Background: an optimization exercise with open tools, aiming at a short achievable clock period and few clock cycles per item. Do not read the settings as production practice.
No functional check of the RTL was part of this run.
No activity file was given, so power comes from the tool's default toggle rates.

`flow/config.mk`:
```
export PLATFORM = sky130hd
export DESIGN_NAME = lc4_cpu
export DESIGN_NICKNAME = lc4_cpu
export VERILOG_FILES = /design/flow/design.v
export SDC_FILE = /design/flow/constraint.sdc
export NUM_CORES = 4
export LEC_CHECK = 0
export ABC_CLOCK_PERIOD_IN_PS = 2000
export CAP_MARGIN = 20
export CORE_MARGIN = 2
export CORE_UTILIZATION = 40
export PLACE_DENSITY = 0.6
export SETUP_SLACK_MARGIN = 3.0
export SLEW_MARGIN = 20
```
`flow/constraint.sdc`:
```
create_clock -name core_clock -period 5.2 [get_ports {gwe}]
set_input_delay 1.0400 -clock core_clock [delete_from_list [all_inputs] [get_ports {gwe}]]
set_output_delay 1.0400 -clock core_clock [all_outputs]
set_load 0.01 [all_outputs]
```
`flow/design.v`:
```
`timescale 1ns/100ps
`timescale 1ns/100ps
`timescale 1ns/100ps
`timescale 1ns/100ps
`timescale 1ns/100ps
`timescale 1ns/100ps
`timescale 1ns/100ps
`timescale 1ns/100ps
`timescale 1ns/100ps
module lc4_cpu (
   input  logic        gwe,
   input  logic        i_arst_n,
   input  logic [15:0] i_imem_insn,
   output logic [15:0] o_imem_addr,
   input  logic [15:0] i_dmem_data,
   output logic [15:0] o_dmem_addr,
   output logic        o_dmem_we,
   output logic [15:0] o_dmem_wdata,
   output logic        o_retire_valid,
   output logic [15:0] o_retire_pc,
   output logic [15:0] o_retire_insn,
   output logic        o_retire_we,
   output logic [2:0]  o_retire_wsel,
   output logic [15:0] o_retire_data
);
   localparam int NB = 8;     
   localparam int TB = 10;    
   function automatic logic [2:0] flags_of(input logic [15:0] w);
      flags_of = {w[15], w == 16'h0000, !w[15] && w != 16'h0000};
   endfunction
   logic [15:0] pc_q;            
   logic [15:0] pco_q;           
   logic [15:0] regs [8];
   logic [2:0]  nzp_q;           
   logic        fx_valid;
   logic [15:0] fx_pc, fx_pc1, fx_insn, fx_imm, fx_tgt;
   logic [15:0] fx_a, fx_b, fx_d;    
   logic        fx_we, fx_ld, fx_st, fx_br, fx_jmp, fx_jmpr;
   logic        fx_sub;
   logic [4:0]  fx_op;               
   logic        fx_pass;             
   logic [2:0]  fx_sa, fx_sd;
   logic [3:0]  fx_sb;               
   logic        fx_pred;             
   logic        fx_stt;              
   logic [NB-1:0] fx_hit;
   logic        fx_ins_ok;           
   logic        xm_valid, xm_wr, xm_st;
   logic [15:0] xm_pc, xm_insn, xm_alu, xm_addr, xm_sd;
   logic        xm_ld;
   logic        r_valid, r_we;
   logic [15:0] r_pc, r_insn, r_data;
   logic [NB-1:0] bt_v;
   logic [TB-1:0] bt_tag [NB];
   logic [15:0]   bt_tgt [NB];
   logic [15:0]   bt_ins [NB];
   logic [NB-1:0] bt_fifo;           
   logic          bu_v;
   logic [NB-1:0] bu_sel;
   logic          bu_new;
   logic [15:0]   bu_tag, bu_tgt, bu_ins;
   logic [15:0] insn;
   logic [3:0]  op;
   logic [2:0]  rs, rt, rd;
   logic        d_we, d_ld, d_st, d_br, d_jmp, d_jmpr, d_bimm, d_sub, d_pass;
   logic [4:0]  d_op;
   logic [15:0] d_imm, pc1, joff, st_tgt;
   logic        st_taken;
   assign insn = i_imem_insn;
   assign op   = insn[15:12];
   assign rs   = insn[8:6];
   assign rt   = insn[2:0];
   assign rd   = insn[11:9];
   assign pc1  = pc_q + 16'd1;
   always_comb begin
      d_we = 1'b0; d_ld = 1'b0; d_st = 1'b0; d_br = 1'b0; d_jmp = 1'b0; d_jmpr = 1'b0;
      d_bimm = 1'b1; d_sub = 1'b0; d_pass = 1'b0; d_op = 5'b00001;
      d_imm = {{11{insn[4]}}, insn[4:0]};
      unique case (op)
         4'b0001: begin
            d_we   = insn[5] || !insn[3];
            d_bimm = insn[5];
            d_sub  = !insn[5] && insn[4];
         end
         4'b0101: begin
            d_we   = 1'b1;
            d_bimm = insn[5];
            if (insn[5]) d_op = 5'b00010;
            else unique case (insn[4:3])
               2'b00:   d_op = 5'b00010;
               2'b01:   d_op = 5'b10000;
               2'b10:   d_op = 5'b00100;
               default: d_op = 5'b01000;
            endcase
         end
         4'b0110: begin
            d_we = 1'b1; d_ld = 1'b1;
            d_imm = {{10{insn[5]}}, insn[5:0]};
         end
         4'b0111: begin
            d_st = 1'b1;
            d_imm = {{10{insn[5]}}, insn[5:0]};
         end
         4'b1001: begin
            d_we = 1'b1; d_pass = 1'b1;
            d_imm = {{7{insn[8]}}, insn[8:0]};
         end
         4'b0000: begin
            d_br  = insn[11:9] != 3'b000;
         end
         4'b1100: begin
            d_jmp  = insn[11];
            d_jmpr = !insn[11];
         end
         default: ;
      endcase
   end
   assign joff     = insn[14] ? {{5{insn[10]}}, insn[10:0]} : {{7{insn[8]}}, insn[8:0]};
   assign st_tgt   = pc1 + joff;
   assign st_taken = d_jmp || (d_br && insn[8]);
   logic [NB-1:0] hit;
   logic          hit_any;
   logic [15:0]   hit_tgt;
   logic          ins_ok;
   always_comb begin
      hit_tgt = '0;
      ins_ok  = 1'b1;
      for (int j = 0; j < NB; j++) begin
         hit[j] = bt_v[j] && bt_tag[j] == pc_q[TB-1:0];
         hit_tgt = hit_tgt | ({16{hit[j]}} & bt_tgt[j]);
         if (hit[j] && bt_ins[j] != insn) ins_ok = 1'b0;
      end
      hit_any = |hit;
   end
   logic [15:0] res_m;
   assign res_m = xm_ld ? i_dmem_data : xm_alu;
   logic m_wr, ma, mb, md;
   logic [15:0] ra, rb, rdd;
   assign m_wr = xm_valid && xm_wr;
   assign ma   = m_wr && rs == xm_insn[11:9];
   assign mb   = m_wr && rt == xm_insn[11:9];
   assign md   = m_wr && rd == xm_insn[11:9];
   assign ra   = ma ? res_m : regs[rs];
   assign rb   = mb ? res_m : regs[rt];
   assign rdd  = md ? res_m : regs[rd];
   logic x_wr, xa, xb, xd;
   assign x_wr = fx_valid && fx_we;
   assign xa   = x_wr && rs == fx_insn[11:9];
   assign xb   = x_wr && rt == fx_insn[11:9];
   assign xd   = x_wr && rd == fx_insn[11:9];
   logic        mispredict, taken, pred_ok, tgt_ok, cond;
   logic [15:0] a_fwd, opb, d_fwd, alu, sum, target, next_pc;
   logic [2:0]  nzp_eff;
   assign a_fwd = ({16{fx_sa[0]}} & xm_alu) | ({16{fx_sa[1]}} & i_dmem_data)
                | ({16{fx_sa[2]}} & fx_a);
   assign opb   = ({16{fx_sb[0]}} & xm_alu) | ({16{fx_sb[1]}} & i_dmem_data)
                | ({16{fx_sb[2]}} & fx_b) | ({16{fx_sb[3]}} & fx_imm);
   assign d_fwd = ({16{fx_sd[0]}} & xm_alu) | ({16{fx_sd[1]}} & i_dmem_data)
                | ({16{fx_sd[2]}} & fx_d);
   assign sum = a_fwd + (opb ^ {16{fx_sub}}) + {15'd0, fx_sub};
   always_comb begin
      alu = ({16{fx_op[0]}} & sum)
          | ({16{fx_op[1]}} & (a_fwd & opb))
          | ({16{fx_op[2]}} & (a_fwd | opb))
          | ({16{fx_op[3]}} & (a_fwd ^ opb))
          | ({16{fx_op[4]}} & ~a_fwd);
      if (fx_pass) alu = fx_imm;
   end
   assign nzp_eff = m_wr ? flags_of(res_m) : nzp_q;
   assign cond    = |(fx_insn[11:9] & nzp_eff);
   assign taken   = fx_jmp || fx_jmpr || (fx_br && cond);
   assign target  = fx_jmpr ? a_fwd : fx_tgt;
   assign tgt_ok  = fx_jmpr ? (a_fwd == pc_q) : fx_ins_ok;
   assign pred_ok = taken ? (fx_pred && tgt_ok) : !fx_pred;
   assign mispredict = fx_valid && !pred_ok;
   assign next_pc = taken ? target : fx_pc1;
   assign o_imem_addr  = pco_q;
   assign o_dmem_addr  = xm_addr;
   assign o_dmem_we    = xm_st;
   assign o_dmem_wdata = xm_sd;
   assign o_retire_valid = r_valid;
   assign o_retire_pc    = r_pc;
   assign o_retire_insn  = r_insn;
   assign o_retire_we    = r_we;
   assign o_retire_wsel  = r_insn[11:9];
   assign o_retire_data  = r_data;
   logic [15:0] pc_d;
   always_comb begin
      if (mispredict)   pc_d = next_pc;
      else if (hit_any) pc_d = hit_tgt;
      else if (st_taken) pc_d = st_tgt;
      else              pc_d = pc1;
   end
   always_ff @(posedge gwe or negedge i_arst_n) begin
      if (!i_arst_n) pc_q <= 16'h8200;
      else           pc_q <= pc_d;
   end
   always_ff @(posedge gwe) begin
      pco_q <= i_arst_n ? pc_d : 16'h8200;
   end
   always_ff @(posedge gwe or negedge i_arst_n) begin
      if (!i_arst_n) fx_valid <= 1'b0;
      else           fx_valid <= !mispredict;
   end
   always_ff @(posedge gwe) begin
      fx_pc    <= pc_q;
      fx_pc1   <= pc1;
      fx_insn  <= insn;
      fx_imm   <= d_imm;
      fx_tgt   <= st_tgt;
      fx_a     <= ra;
      fx_b     <= rb;
      fx_d     <= rdd;
      fx_we <= d_we; fx_ld <= d_ld; fx_st <= d_st; fx_br <= d_br; fx_jmp <= d_jmp;
      fx_jmpr <= d_jmpr; fx_sub <= d_sub; fx_op <= d_op; fx_pass <= d_pass;
      fx_sa <= {!xa, xa && fx_ld, xa && !fx_ld};
      fx_sd <= {!xd, xd && fx_ld, xd && !fx_ld};
      fx_sb <= d_bimm ? 4'b1000 : {1'b0, !xb, xb && fx_ld, xb && !fx_ld};
      fx_pred   <= hit_any || st_taken;
      fx_stt    <= !hit_any && st_taken;
      fx_hit    <= hit;
      fx_ins_ok <= hit_any ? ins_ok : 1'b1;
   end
   always_ff @(posedge gwe or negedge i_arst_n) begin
      if (!i_arst_n) begin
         xm_valid <= 1'b0;
         xm_st    <= 1'b0;
         xm_addr  <= '0;
      end else begin
         xm_valid <= fx_valid;
         xm_st    <= fx_valid && fx_st;
         xm_addr  <= alu;
      end
   end
   always_ff @(posedge gwe) begin
      xm_pc   <= fx_pc;
      xm_insn <= fx_insn;
      xm_alu  <= alu;
      xm_sd   <= d_fwd;
      xm_wr   <= fx_we;
      xm_ld   <= fx_ld;
   end
   always_ff @(posedge gwe or negedge i_arst_n) begin
      if (!i_arst_n) begin
         for (int i = 0; i < 8; i++) regs[i] <= '0;
         nzp_q   <= 3'b010;
         r_valid <= 1'b0;
      end else begin
         if (m_wr) begin
            regs[xm_insn[11:9]] <= res_m;
            nzp_q <= flags_of(res_m);
         end
         r_valid <= xm_valid;
      end
   end
   always_ff @(posedge gwe) begin
      r_pc   <= xm_pc;
      r_insn <= xm_insn;
      r_we   <= m_wr;
      r_data <= m_wr ? res_m : 16'h0000;
   end
   always_ff @(posedge gwe or negedge i_arst_n) begin
      if (!i_arst_n) begin
         bt_v    <= '0;
         bt_fifo <= {{(NB-1){1'b0}}, 1'b1};
         bu_v    <= 1'b0;
      end else begin
         bu_v <= fx_valid && taken && !(fx_stt && (fx_jmp || fx_br));
         if (bu_v) begin
            bt_v <= bt_v | bu_sel;
            if (bu_new) bt_fifo <= {bt_fifo[NB-2:0], bt_fifo[NB-1]};
         end
      end
   end
   always_ff @(posedge gwe) begin
      bu_sel <= (fx_pred && !fx_stt) ? fx_hit : bt_fifo;
      bu_new <= !(fx_pred && !fx_stt);
      bu_tag <= fx_pc;
      bu_tgt <= target;
      bu_ins <= fx_insn;
      for (int j = 0; j < NB; j++) begin
         if (bu_v && bu_sel[j]) begin
            bt_tag[j] <= bu_tag[TB-1:0];
            bt_tgt[j] <= bu_tgt;
            bt_ins[j] <= bu_ins;
         end
      end
   end
endmodule
```
`flow/run.sh`:
```
#!/bin/bash
# synth_recipe.tcl (not shown) runs the flow's synth.tcl, then flattens the netlist and writes it again
# the make line also repeats each setting of config.mk as NAME=value (left out here)
make -C /OpenROAD-flow-scripts/flow DESIGN_CONFIG=/design/flow/config.mk WORK_HOME=/design/flow/orfs CLKGATE_MAP_FILE= SYNTH_SCRIPT=/design/flow/synth_recipe.tcl finish
```
==> reports/results.tsv <==
stage	metric	value	unit
logic_synthesis	synthesis.nets	3108	
sta	finClkSkew	0.0346	ns
logic_synthesis	yosys_warnings	5	
floorplanning	core	86900	µm²
detailed_routing	num_vias	26634	
worst_hold_path	holdPathEnd	bu_tag[14]$_DFF_P_	
setup_path	required	5.73	ns
worst_hold_path	hp-start	fx_pc[14]$_DFF_P_	
setup_path	crit_family	compound AO/OA/AOI/OAI gates	
sta	worst_pin_slew	1.05	ns
logic_synthesis	ys_seq_area_share	59.3	%
sta	setup_viol	0	
sta	holdWs	0.320	ns
logic_synthesis	synth_seq_cells	826	
setup_path	endpoint_kind	flip-flop	
detailed_routing	drt_wl_total	122000	µm
logic_synthesis	synthDistinctLibCells	78	
floorplanning	io_pins	136	
sta	period_needed	3.29	ns
layout	fillers	7428	
global_routing	grt_pass1_wl	176000	µm
power	ir_worst_vdd	283	µV
setup_path	startpoint_type	flip-flop	
detailed_routing	post_drt_wl_per_cell	26.5	µm
setup_path	crit_type	flip-flop to flip-flop	
sta	rsz0062_at_grt	yes	
sta	tns	0	ns
sta	slew_violations	0	
setup_path	reg2reg_from	pc_q[5]$_DFF_PN0_	
sta	fmax	0.304	GHz
global_routing	globalRouteTotalUtil	26.2	%
placement	post_dp_cell_area	38200	µm²
power	p_per_area	522	nW/µm²
detailed_routing	drc	0	
floorplanning	die-area	90100	µm²
setup_path	critPathSlowestCell	dfrtp_1	
logic_synthesis	syn-instance-count	3010	
cts	insertion_delay	0.65	ns
cts	cts_root_buf	clkbuf_16	
cts	cts_sinks	826	
layout	stdcell_area	44800	µm²
cts	htreeDepth	3	
setup_path	crit_start	pc_q[5]$_DFF_PN0_	
global_routing	grt_overflow	0	
logic_synthesis	syn_area_per_cell	11.7	µm²
floorplanning	die_h	300	µm
cts	clk_pin_slew	0.07	ns
placement	place_congestion	0.920	
logic_synthesis	synthArstFlopShare	22.3	%
cts	clk_path_buf_depth	3	
sta	timing_hold_violations_final	0	
sta	maxSlewHeadroom	30.0	%
floorplanning	rows	108	
cts	cts_inserted_buffers	85	
placement	port_buffers	135	
detailed_routing	drtPass1Iterations	9	
status	status	finished clean	
logic_synthesis	synth_ff_type	edfxtp_1	
layout	area_growth	27.6	%
detailed_routing	via_per_inst	5.79	
detailed_routing	ant_nets	0	
worst_hold_path	holdPathStages	0	
setup_path	timing.rr.end	pco_q[12]$_SDFF_PN0_	
detailed_routing	drt_iter0_markers	2924	
layout	fin_nets	3471	
logic_synthesis	netlist_area	35100	µm²
setup_path	crit_path_frequent_cell	buf_4	
global_routing	grt_pass1_vias	26269	
setup_path	cpPeakStageDelay	0.37	ns
floorplanning	die_w	300	µm
placement	dpl.hpwl	75600	µm
cts	cts_tree	built	
setup_path	r2r_cells	15	
setup_path	cp_data_arrival_time	3.82	ns
setup_path	cp_max_fo	3	
setup_path	cp_num_buf_inv	3	
global_routing	grt_max_degree	60	
floorplanning	initial_utilization	40.4	%
sta	period_share	63.2	%
global_routing	antenna_found_initial	2	
setup_path	path_cells	buf_12 > and4_4 > nand4_1 > xnor2_2 > ha_1 > a21o_1 > a21o_4 > a2111oi_4 > buf_4 > o31ai_2 > buf_4 > xor2_2 > and2_4 > o21ai_1 > mux2i_1	
worst_hold_path	min-delay-path-class	flip-flop to flip-flop	
run	cap_violations	0	
logic_synthesis	synth-edff-count	336	
cts	postCtsHoldBufs	0	
layout	drive_above_1_share	27.6	%
setup_path	rrSetupSlack	1.91	ns
power	p_leak	17.6	nW
-- per-layer routing --
layer | wire (µm) | vias to the layer above | global-route usage [%] | share of wire (%)
met4 | 4700 | 2 | 10.3 | 3.9
li1 | - | 11649 | - | -
met5 | 13 | - | 0 | 0.011
met3 | 10100 | 278 | 4.40 | 8.3
met2 | 55300 | 1351 | 41.2 | 45
met1 | 51600 | 13354 | 36.3 | 42
-- cell type report --
type / count / area, µm² / share of cell area, %
Antenna cell: 3 / 7.51 / 0.0168
Clock buffer: 128 / 2520 / 5.62
Clock inverter: 29 / 414 / 0.925
Inverter: 104 / 442 / 0.986
Multi-Input combinational cell: 1883 / 14600 / 32.6
Sequential cell: 826 / 20900 / 46.7
Tap cell: 1155 / 1450 / 3.23
Timing Repair Buffer: 471 / 4420 / 9.87
Timing Repair inverter: 2 / 20.0 / 0.0447
-- cell families after synthesis --
kind of cell | count (synthesis) | synth area share (%)
multiplexers | 166 | 5.85
buffers and inverters | 304 | 3.44
AND/OR/NAND/NOR | 678 | 9.01
adder cells (fa/ha/maj) | 64 | 2.32
flip-flops | 826 | 59.3
XOR/XNOR | 297 | 7.41
AO/OA/AOI/OAI | 675 | 12.6
-- power by group --
group          leakage (nW)  internal (mW)  switching, mW  total (mW)
Combinational          8.52           3.43           3.89        7.32
Clock                  1.42           3.72           2.63        6.35
Sequential             7.63           8.33           1.36        9.69
-- worst max path at each step --
stage                                  to  slack (ns)  cells past startpoint
floorplan           xm_addr[12]$_DFF_PN0_        1.55                     10
global placement    xm_addr[14]$_DFF_PN0_        0.77                     14
detailed placement  xm_addr[15]$_DFF_PN0_        0.70                     12
CTS                  pco_q[14]$_SDFF_PN0_        2.01                     13
global route         pco_q[14]$_SDFF_PN0_        1.83                     14
finish               pco_q[12]$_SDFF_PN0_        1.91                     15
-- cells in the mapped netlist, drive strengths merged, types with 44 or more instances --
cell type	count	area share, %
dfxtp	306	17
xor2	166	4.1
a21oi	217	3.1
inv	102	1.1
nand2	176	1.9
buf	50	0.72
dfrtp	180	13
edfxtp	336	29
nor4	44	0.78
clkbuf	150	1.6
ha	62	2.2
o21ai	124	1.8
mux2i	109	3.1
a22oi	82	1.8
nor2	236	2.5
xnor2	131	3.3
-- cell usage in the layout (no fill, tap or decap), drive strengths merged, types with 131 or more instances in the layout --
cell / Yosys / final
xor2: 166 / 166
xnor2: 131 / 131
nand2: 176 / 176
buf: 50 / 445
a21oi: 217 / 217
dfxtp: 306 / 306
dfrtp: 180 / 180
clkbuf: 150 / 137
nor2: 236 / 239
edfxtp: 336 / 336
-- metrics by stage --
step                setup slack, ns  util (%)  cells  total power, mW
finish                         1.91      51.6   4601             23.4
global route                   1.83      51.5   4599             24.3
CTS                            2.01      50.1   4509             22.7
detailed placement            0.698      44.0   4200             15.5
global placement              0.768      44.0   4200             15.3
floorplan                      1.55         -   3010             13.0
-- flip-flops by register name (all words and copies together) (netlist names), 80 cells and up --
register	flops
bt_tag	80
bt_ins	128
bt_tgt	128
regs	128
-- repair_timing --
action                                  4_1_cts  5_1_grt
endpoints found under the setup margin      325      140
gates cloned                                 11        4
pin swaps                                   114      104
resized for setup                           812      128
buffers inserted                            141       84

-- static timing again, ports no longer ideal --
The results above use ideal ports. As a check the final layout listed here was re-extracted and re-timed, cells and wires unchanged. Step 1: set_driving_cell puts a clkbuf_16 on gwe and a buf_2 on each other input, an assumption about the parent block. Step 2 adds t to the input delays and takes it off the output delays; t is the mean of the earliest and latest rising clock arrival at the registers after step 1. Input paths then give back, and output paths get back, about the clock's delay inside the block. Slacks: ideal / step 1 / step 2; pairs: ideal / step 1.
shift t [ns]: 0.708
setup slack, ns: 1.914 / 1.914 / 1.386
slew at the worst register clock pin (ns): 0.07 / 0.07
worst slew at a driven data input, ns: 0.06
pins driven straight from the clock port: 1
After both steps setup and hold are still met in this run. The setup slack of this run moves by 0.000 ns with the drivers and by -0.528 ns with both steps.
